This is an optimization exercise on Yosys and OpenROAD, whose aim is small area, a short achievable clock period and few clock cycles per item, not a production implementation. Function was checked by simulation only, so behaviour that the tests miss may differ from the original. Power figures rest on the tool's default switching activity, not on a simulated workload.

===== flow/run.sh =====
#!/bin/bash
# synth_recipe.tcl (not shown) runs the flow's synth.tcl, then flattens the netlist and writes it again
# the make line also repeats each setting of config.mk as NAME=value (left out here)
make -C /OpenROAD-flow-scripts/flow DESIGN_CONFIG=/design/flow/config.mk WORK_HOME=/design/flow/orfs CLKGATE_MAP_FILE= SYNTH_SCRIPT=/design/flow/synth_recipe.tcl finish

===== flow/config.mk =====
export PLATFORM = sky130hd
export DESIGN_NAME = depth_grid_zone_averager
export DESIGN_NICKNAME = depth_grid_zone_averager
export VERILOG_FILES = /design/flow/design.v
export SDC_FILE = /design/flow/constraint.sdc
export NUM_CORES = 4
export LEC_CHECK = 0
export CAP_MARGIN = 20
export CORE_MARGIN = 2
export CORE_UTILIZATION = 40
export SLEW_MARGIN = 20

===== flow/constraint.sdc =====
create_clock -name core_clock -period 12.0 [get_ports {clk}]
set_input_delay 2.4000 -clock core_clock [delete_from_list [all_inputs] [get_ports {clk}]]
set_output_delay 2.4000 -clock core_clock [all_outputs]
set_load 0.01 [all_outputs]

===== flow/design.v =====
`default_nettype none
package dgza_pkg;
	localparam int DIM_W     = 11;
	localparam int SUM_W     = 32;
	localparam int MEAN_W    = 16;
	localparam int DIV_W     = 18;
	localparam int PROD_W    = 2 * DIM_W;
	localparam int STEP_W    = $clog2(SUM_W);
	localparam int ZONE_COUNT = 16;
	localparam int ZONE_W    = $clog2(ZONE_COUNT);
	localparam int CFG_IDX_W = 2;
	localparam int CFG_DATA_W = 16;
	localparam int DEF_MAX_WIDTH  = 1280;
	localparam int DEF_MAX_HEIGHT = 1024;
	localparam logic [DIM_W-1:0]  RST_WIDTH     = 11'd640;
	localparam logic [DIM_W-1:0]  RST_HEIGHT    = 11'd480;
	localparam logic [MEAN_W-1:0] RST_THRESHOLD = 16'd1000;
	localparam logic [CFG_IDX_W-1:0] CFG_FRAME_WIDTH    = 2'd0;
	localparam logic [CFG_IDX_W-1:0] CFG_FRAME_HEIGHT   = 2'd1;
	localparam logic [CFG_IDX_W-1:0] CFG_NEAR_THRESHOLD = 2'd2;
	typedef enum logic [2:0] {
		ST_IDLE,
		ST_ACC,
		ST_LOAD,
		ST_STEP,
		ST_STORE,
		ST_EMIT
	} state_t;
	typedef struct packed {
		logic [10:0] pixel_x;
		logic [9:0]  pixel_y;
		logic [15:0] depth_value;
		logic        frame_end;
	} in_t;
	typedef struct packed {
		logic [3:0]  zone_index;
		logic [15:0] zone_mean;
		logic        zone_near;
		logic        steer_right_hint;
		logic        steer_left_hint;
		logic        report_last;
	} out_t;
endpackage
`default_nettype wire
`default_nettype none
import dgza_pkg::*;
module depth_grid_zone_averager #(
	parameter int MAX_WIDTH  = dgza_pkg::DEF_MAX_WIDTH,
	parameter int MAX_HEIGHT = dgza_pkg::DEF_MAX_HEIGHT
) (
	input  wire                                   clk,
	input  wire                                   arst_n,
	input  wire                                   cfg_we,
	input  wire  [dgza_pkg::CFG_IDX_W-1:0]        cfg_index,
	input  wire  [dgza_pkg::CFG_DATA_W-1:0]       cfg_data,
	input  wire                                   in_valid,
	output logic                                  in_ready,
	input  dgza_pkg::in_t                         in_data,
	output logic                                  out_valid,
	input  wire                                   out_ready,
	output dgza_pkg::out_t                        out_data
);
	localparam int CMP_W = DIM_W + 2;
	dgza_pkg::state_t state_q;
	dgza_pkg::state_t state_d;
	logic [DIM_W-1:0]  width_q, height_q;
	logic [MEAN_W-1:0] thresh_q;
	dgza_pkg::in_t     pix_q;
	logic [SUM_W-1:0]  sums_q [ZONE_COUNT];
	logic [MEAN_W-1:0] mean_q [ZONE_COUNT];
	logic [ZONE_COUNT-1:0] near_q;
	logic              right_q, left_q;
	logic [DIV_W-1:0]  divisor_q, rem_q;
	logic [SUM_W-1:0]  quo_q;
	logic [STEP_W-1:0] step_q;
	logic [ZONE_W-1:0] zone_q;
	logic in_acc, out_acc;
	logic [DIM_W-1:0] w_cl, h_cl;
	always_comb begin
		w_cl = width_q;
		if (width_q < DIM_W'(4)) begin
			w_cl = DIM_W'(4);
		end else if ({2'b00, width_q} > CMP_W'(MAX_WIDTH)) begin
			w_cl = DIM_W'(MAX_WIDTH);
		end
		h_cl = height_q;
		if (height_q < DIM_W'(4)) begin
			h_cl = DIM_W'(4);
		end else if ({2'b00, height_q} > CMP_W'(MAX_HEIGHT)) begin
			h_cl = DIM_W'(MAX_HEIGHT);
		end
	end
	logic [CMP_W-1:0] x4, y4, w1, w2, w3, h1, h2, h3;
	logic [1:0]       col, row;
	logic [ZONE_W-1:0] pix_zone;
	assign x4 = {pix_q.pixel_x, 2'b00};
	assign y4 = {1'b0, pix_q.pixel_y, 2'b00};
	assign w1 = {2'b00, w_cl};
	assign w2 = {1'b0, w_cl, 1'b0};
	assign w3 = w1 + w2;
	assign h1 = {2'b00, h_cl};
	assign h2 = {1'b0, h_cl, 1'b0};
	assign h3 = h1 + h2;
	assign col = 2'(x4 >= w1) + 2'(x4 >= w2) + 2'(x4 >= w3);
	assign row = 2'(y4 >= h1) + 2'(y4 >= h2) + 2'(y4 >= h3);
	assign pix_zone = {row, col};
	logic [SUM_W:0]   acc_wide;
	logic [SUM_W-1:0] acc_sat;
	assign acc_wide = {1'b0, sums_q[pix_zone]} + (SUM_W+1)'(pix_q.depth_value);
	assign acc_sat  = acc_wide[SUM_W] ? {SUM_W{1'b1}} : acc_wide[SUM_W-1:0];
	logic [PROD_W-1:0] area;
	assign area = w_cl * h_cl;
	logic [DIV_W:0]   trial;
	logic             q_bit;
	assign trial = {rem_q, quo_q[SUM_W-1]};
	assign q_bit = trial >= {1'b0, divisor_q};
	logic [MEAN_W-1:0] mean_sat;
	logic              mean_near;
	assign mean_sat  = (quo_q[SUM_W-1:MEAN_W] != '0) ? {MEAN_W{1'b1}} : quo_q[MEAN_W-1:0];
	assign mean_near = mean_sat < thresh_q;
	always_comb begin
		in_ready  = 1'b0;
		out_valid = 1'b0;
		case (state_q)
			ST_IDLE: in_ready = 1'b1;
			ST_ACC:  in_ready = !pix_q.frame_end;
			ST_EMIT: out_valid = 1'b1;
			default: begin
				in_ready  = 1'b0;
				out_valid = 1'b0;
			end
		endcase
	end
	assign in_acc  = in_valid && in_ready;
	assign out_acc = out_valid && out_ready;
	always_comb begin
		out_data.zone_index       = zone_q;
		out_data.zone_mean        = mean_q[zone_q];
		out_data.zone_near        = near_q[zone_q];
		out_data.steer_right_hint = right_q;
		out_data.steer_left_hint  = left_q;
		out_data.report_last      = zone_q == ZONE_W'(ZONE_COUNT - 1);
	end
	always_comb begin
		state_d = state_q;
		case (state_q)
			ST_IDLE: begin
				if (in_acc) state_d = ST_ACC;
			end
			ST_ACC: begin
				if (pix_q.frame_end) state_d = ST_LOAD;
				else if (!in_acc) state_d = ST_IDLE;
			end
			ST_LOAD: state_d = ST_STEP;
			ST_STEP: begin
				if (step_q == STEP_W'(SUM_W - 1)) state_d = ST_STORE;
			end
			ST_STORE: begin
				if (zone_q == ZONE_W'(ZONE_COUNT - 1)) state_d = ST_EMIT;
				else state_d = ST_LOAD;
			end
			ST_EMIT: begin
				if (out_acc && out_data.report_last) state_d = ST_IDLE;
			end
			default: state_d = ST_IDLE;
		endcase
	end
	always_ff @(posedge clk or negedge arst_n) begin
		if (!arst_n) begin
			state_q  <= ST_IDLE;
			width_q  <= RST_WIDTH;
			height_q <= RST_HEIGHT;
			thresh_q <= RST_THRESHOLD;
			zone_q   <= '0;
			step_q   <= '0;
			right_q  <= 1'b0;
			left_q   <= 1'b0;
		end else begin
			state_q <= state_d;
			if (cfg_we) begin
				case (cfg_index)
					CFG_FRAME_WIDTH:    width_q  <= cfg_data[DIM_W-1:0];
					CFG_FRAME_HEIGHT:   height_q <= cfg_data[DIM_W-1:0];
					CFG_NEAR_THRESHOLD: thresh_q <= cfg_data[MEAN_W-1:0];
					default: ;
				endcase
			end
			case (state_q)
				ST_ACC: begin
					if (pix_q.frame_end) begin
						zone_q  <= '0;
						right_q <= 1'b0;
						left_q  <= 1'b0;
					end
				end
				ST_LOAD: step_q <= '0;
				ST_STEP: step_q <= step_q + STEP_W'(1);
				ST_STORE: begin
					if (mean_near) begin
						if (!zone_q[1]) right_q <= 1'b1;
						else left_q <= 1'b1;
					end
					zone_q <= zone_q + ZONE_W'(1);
				end
				ST_EMIT: begin
					if (out_acc) zone_q <= zone_q + ZONE_W'(1);
				end
				default: ;
			endcase
		end
	end
	always_ff @(posedge clk or negedge arst_n) begin
		if (!arst_n) begin
			for (int i = 0; i < ZONE_COUNT; i++) sums_q[i] <= '0;
		end else if (state_q == ST_ACC) begin
			sums_q[pix_zone] <= acc_sat;
		end else if (state_q == ST_STORE && zone_q == ZONE_W'(ZONE_COUNT - 1)) begin
			for (int i = 0; i < ZONE_COUNT; i++) sums_q[i] <= '0;
		end
	end
	always_ff @(posedge clk) begin
		if (in_acc) pix_q <= in_data;
		case (state_q)
			ST_ACC: begin
				if (pix_q.frame_end) divisor_q <= DIV_W'(area >> 4);
			end
			ST_LOAD: begin
				rem_q <= '0;
				quo_q <= sums_q[zone_q];
			end
			ST_STEP: begin
				rem_q <= q_bit ? DIV_W'(trial - {1'b0, divisor_q}) : trial[DIV_W-1:0];
				quo_q <= {quo_q[SUM_W-2:0], q_bit};
			end
			ST_STORE: begin
				mean_q[zone_q] <= mean_sat;
				near_q[zone_q] <= mean_near;
			end
			default: ;
		endcase
	end
endmodule
`default_nettype wire

==> notes.md <==
critical path: cells and delay by family (launching register included):
kind	cells	cell delay (ns)
DFF	1	0.38
AOI/OAI and AO/OA	18	4.06
buffers and inverters	4	0.91
adders and majority gates	5	2.24
and+or+nand+nor	11	3.55
worst min path at each step:
stage / slack, ns / endpoint / from / depth (start not counted)
after floorplan: 0.46 / step_q[4] / step_q[4] / 2
after global placement: 0.47 / step_q[4] / step_q[4] / 2
after detailed placement: 0.48 / step_q[4] / step_q[4] / 2
after CTS: 0.50 / step_q[4] / step_q[4] / 2
after global routing: 0.53 / step_q[4] / step_q[4] / 2
final: 0.49 / step_q[4] / step_q[4] / 2
sequential cells by signal, indices dropped and copies added, names as in the netlist, 5 cells and up:
register	count
divisor_q	18
height_q	11
mean_q	256
near_q	16
pix_q	38
quo_q	32
rem_q	18
step_q	5
sums_q	512
thresh_q	16
width_q	11
synth_stat cells (11+ instances only):
| cell | count | area share |
|---|---|---|
| dfstp_2 | 12 | 0.0062 |
| a222oi_1 | 35 | 0.0069 |
| a22oi_1 | 141 | 0.021 |
| dfrtp_1 | 552 | 0.27 |
| nor3_1 | 52 | 0.0051 |
| nor2b_1 | 30 | 0.0037 |
| edfxtp_1 | 378 | 0.22 |
| a31oi_1 | 28 | 0.0035 |
| nand2_1 | 493 | 0.037 |
| and2_1 | 38 | 0.0047 |
| o31ai_1 | 11 | 0.0016 |
| mux2_2 | 130 | 0.029 |
| mux4_2 | 86 | 0.038 |
| xnor2_1 | 45 | 0.0078 |
| o21ai_2 | 23 | 0.0040 |
| inv_1 | 189 | 0.014 |
| a21o_1 | 44 | 0.0065 |
| or2_2 | 21 | 0.0026 |
| nand4_1 | 65 | 0.0080 |
| xor2_1 | 20 | 0.0035 |
| nand3_1 | 71 | 0.0070 |
| nor2_1 | 142 | 0.011 |
| fa_1 | 86 | 0.034 |
| clkbuf_1 | 219 | 0.016 |
| nand2b_1 | 17 | 0.0021 |
| o21ai_0 | 330 | 0.033 |
| ha_1 | 197 | 0.049 |
| o22a_1 | 48 | 0.0083 |
| o21a_1 | 18 | 0.0027 |
| buf_2 | 37 | 0.0037 |
| buf_1 | 20 | 0.0015 |
| and3_1 | 21 | 0.0026 |
| a211oi_1 | 16 | 0.0024 |
| clkinv_1 | 12 | 0.00089 |
| a21oi_1 | 131 | 0.013 |
| mux2i_1 | 35 | 0.0069 |
| o21ai_1 | 81 | 0.0080 |
| buf_4 | 15 | 0.0022 |
| buf_6 | 14 | 0.0031 |
| a221oi_1 | 108 | 0.019 |
| a22o_1 | 215 | 0.037 |
report_power, final:
| part | internal [mW] | switching [mW] | leakage (nW) |
|---|---|---|---|
| Clock | 1.89 | 1.41 | 1.71 |
| Combinational | 2.25 | 4.54 | 10.2 |
| Sequential | 4.11 | 0.706 | 10.7 |
layer usage:
layer | GRT usage | wire (um) | up-vias
met3 | 0.0790 | 20700 | 748
li1 | - | - | 16800
met1 | 0.371 | 72900 | 19800
met2 | 0.416 | 79300 | 2683
met5 | 0 | 70 | -
met4 | 0.151 | 11900 | 10
layout make-up:
class	count	area share
multi-input combinational	2993	0.408
inverter	204	0.0134
tap	1650	0.0362
clock buffer	144	0.0506
sequential	942	0.447
clock inverter	50	0.0115
timing repair buffer	215	0.0327
antenna	3	0.000132
cells by family after synthesis:
kind of cell / share of synthesized area
AOI/OAI and AO/OA: 0.189
and+or+nand+nor: 0.0972
DFF: 0.503
buffers and inverters: 0.0420
adders and majority gates: 0.0827
muxes: 0.0741
xor gates and xnor gates: 0.0112
placed cells by master, fill, tap and decap left out, types with 86 or more instances in the layout:
master / synthesis / layout
nand2_1: 493 / 492
edfxtp_1: 378 / 378
nor2_1: 142 / 116
ha_1: 197 / 197
dfrtp_1: 552 / 549
inv_1: 189 / 188
a22oi_1: 141 / 141
a21oi_1: 131 / 130
buf_4: 15 / 125
a221oi_1: 108 / 108
o21ai_0: 330 / 330
clkbuf_16: 0 / 104
a22o_1: 215 / 215
mux2_2: 130 / 130
mux4_2: 86 / 86
metrics by stage:
step	hold slack [ns]	setup WS [ns]	power, mW	instances	area [sq um]
6_report	0.491	0.750	14.9	6201	57000
5_1_grt	0.528	0.0180	15.5	6198	57000
4_1_cts	0.497	0.820	14.7	6198	57000
3_5_place_dp	0.482	0.883	11.4	6004	53400
3_3_place_gp	0.469	1.00	11.3	6004	53400
2_1_floorplan	0.456	2.42	8.95	4446	50600
==> flow_metrics.env <==
export IMPL_synthesis_area_sq_um=50600
export IMPL_yosys_warnings=2
export IMPL_cts_resized=0
export IMPL_r2r_start="width_q[2]"
export IMPL_syn_area_per_cell_sq_um=11.4
export IMPL_place_hpwl_um=114000
export IMPL_grt_ovfl_total=0
export IMPL_drt_initial_drc_count=5842
export IMPL_setup_viol=0
export IMPL_pin_count=87
export IMPL_r2r_end="sums_q[15][25]"
export IMPL_clk_pin_slew_worst_paths_ns=0.06
export IMPL_utilization=0.454
export IMPL_period_share=0.938
export IMPL_nets=4804
export IMPL_critPathSlowestCell="fa_4"
export IMPL_multi_input_comb_area_sq_um=23300
export IMPL_r2r_cells=38
export IMPL_first_pass_iters=8
export IMPL_io_buffers=86
export IMPL_grt_pass1_vias=39100
export IMPL_startpoint="width_q[2]"
export IMPL_hp_class="reg2reg"
export IMPL_ys_seq_elements=942
export IMPL_crit_path_max_fanout=20
export IMPL_fillCellCount=11600
export IMPL_dieArea_sq_um=129000
export IMPL_slew_headroom=0.232
export IMPL_fmax_mhz=88.9
export IMPL_max_slew_worst_pin_slew_ns=1.15
export IMPL_grt_pass1_wl_um=270000
export IMPL_die_h_um=360
export IMPL_postCtsSetupRepairBufs=0
export IMPL_wirelength_um=185000
export IMPL_coreArea_sq_um=126000
export IMPL_power_density_nw_per_um2=261
export IMPL_outcome="no timing/DRC/antenna violations"
export IMPL_crit_path_end_kind="register"
export IMPL_clock_sinks=942
export IMPL_finalClockSkew_ns=0.0762
export IMPL_drive_above_1_share=0.146
export IMPL_synth_edff_count=378
export IMPL_yosysSeqAreaShare=0.503
export IMPL_postCtsHoldBufs=0
export IMPL_start_kind="register"
export IMPL_syn2layout_area_growth_pct=12.6
export IMPL_die_w_um=360
export IMPL_ys_types=103
export IMPL_grt_max_degree=156
export IMPL_wl_per_cell_um=29.8
export IMPL_hold_viol_final=0
export IMPL_rrSetupSlack_ns=0.75
export IMPL_grt_total_usage=0.280
export IMPL_rsz0062_at_grt="false"
export IMPL_endpoint="sums_q[15][25]"
export IMPL_initial_core_util=0.403
export IMPL_gp_congestion=0.949
export IMPL_vias=40000
export IMPL_clk_latency_ns=0.76
export IMPL_critPathArrivalTime_ns=11.87
export IMPL_cts_tree="done"
export IMPL_netlist_instances=4446
export IMPL_cts_root_buf="clkbuf_16"
export IMPL_seq_area_sq_um=25500
export IMPL_yosys_most_used_dff="dfrtp_1"
export IMPL_cts_inserted_buffers=104
export IMPL_grt_antenna_before_repair=5
export IMPL_critPathKind="reg2reg"
export IMPL_rows=130
export IMPL_worst_path_most_repeated_cell="o21ai_0"
export IMPL_ir_worst_vdd_v=0.000174
export IMPL_finalCriticalPeriod_ns=11.25
export IMPL_crit_required_ns=12.62
export IMPL_leakagePower_nw=22.6
export IMPL_vias_per_cell=6.46
export IMPL_slew_violations=0
export IMPL_max_cap_violations=0
export IMPL_drtAntennaViolNets=0
export IMPL_synthesis_nets=4790
export IMPL_htree_num_levels=3
export IMPL_drc=0
export IMPL_cts_buffer_depth=3
export IMPL_max_stage_delay_ns=1.00
export IMPL_async_flop_share=0.599
export IMPL_tns_ns=0
Testbench counts, summed over its fixed seeds: cycles 66,109, frames 96.

what the ideal ports hide:
Ports are ideal in the flow. The routed layout listed here was re-timed in OpenROAD. Step 1 (the two cells are an assumption about what drives the block):
set clk [get_ports {clk}]
set_driving_cell -lib_cell sky130_fd_sc_hd__clkbuf_16 $clk
set_driving_cell -lib_cell sky130_fd_sc_hd__buf_2 [delete_from_list [all_inputs] $clk]
Step 2 also shifts input and output timing later by t, the mid clock arrival at the registers, as if the neighbouring blocks saw the same clock. Three values: ideal ports, drivers, drivers and shift; two values: the first two.
t (ns): 0.792
slack for setup (ns): 0.750 / 0.750 / 0.750
worst hold slack (ns): 0.491 / 0.491 / 0.491
worst setup path at the end: register to register
worst slew at a driven data input, ns: 0.07
After both steps setup and hold are still met in this run. For this run, drivers alone change the setup slack by 0.000 ns; drivers and shift together by 0.000 ns.
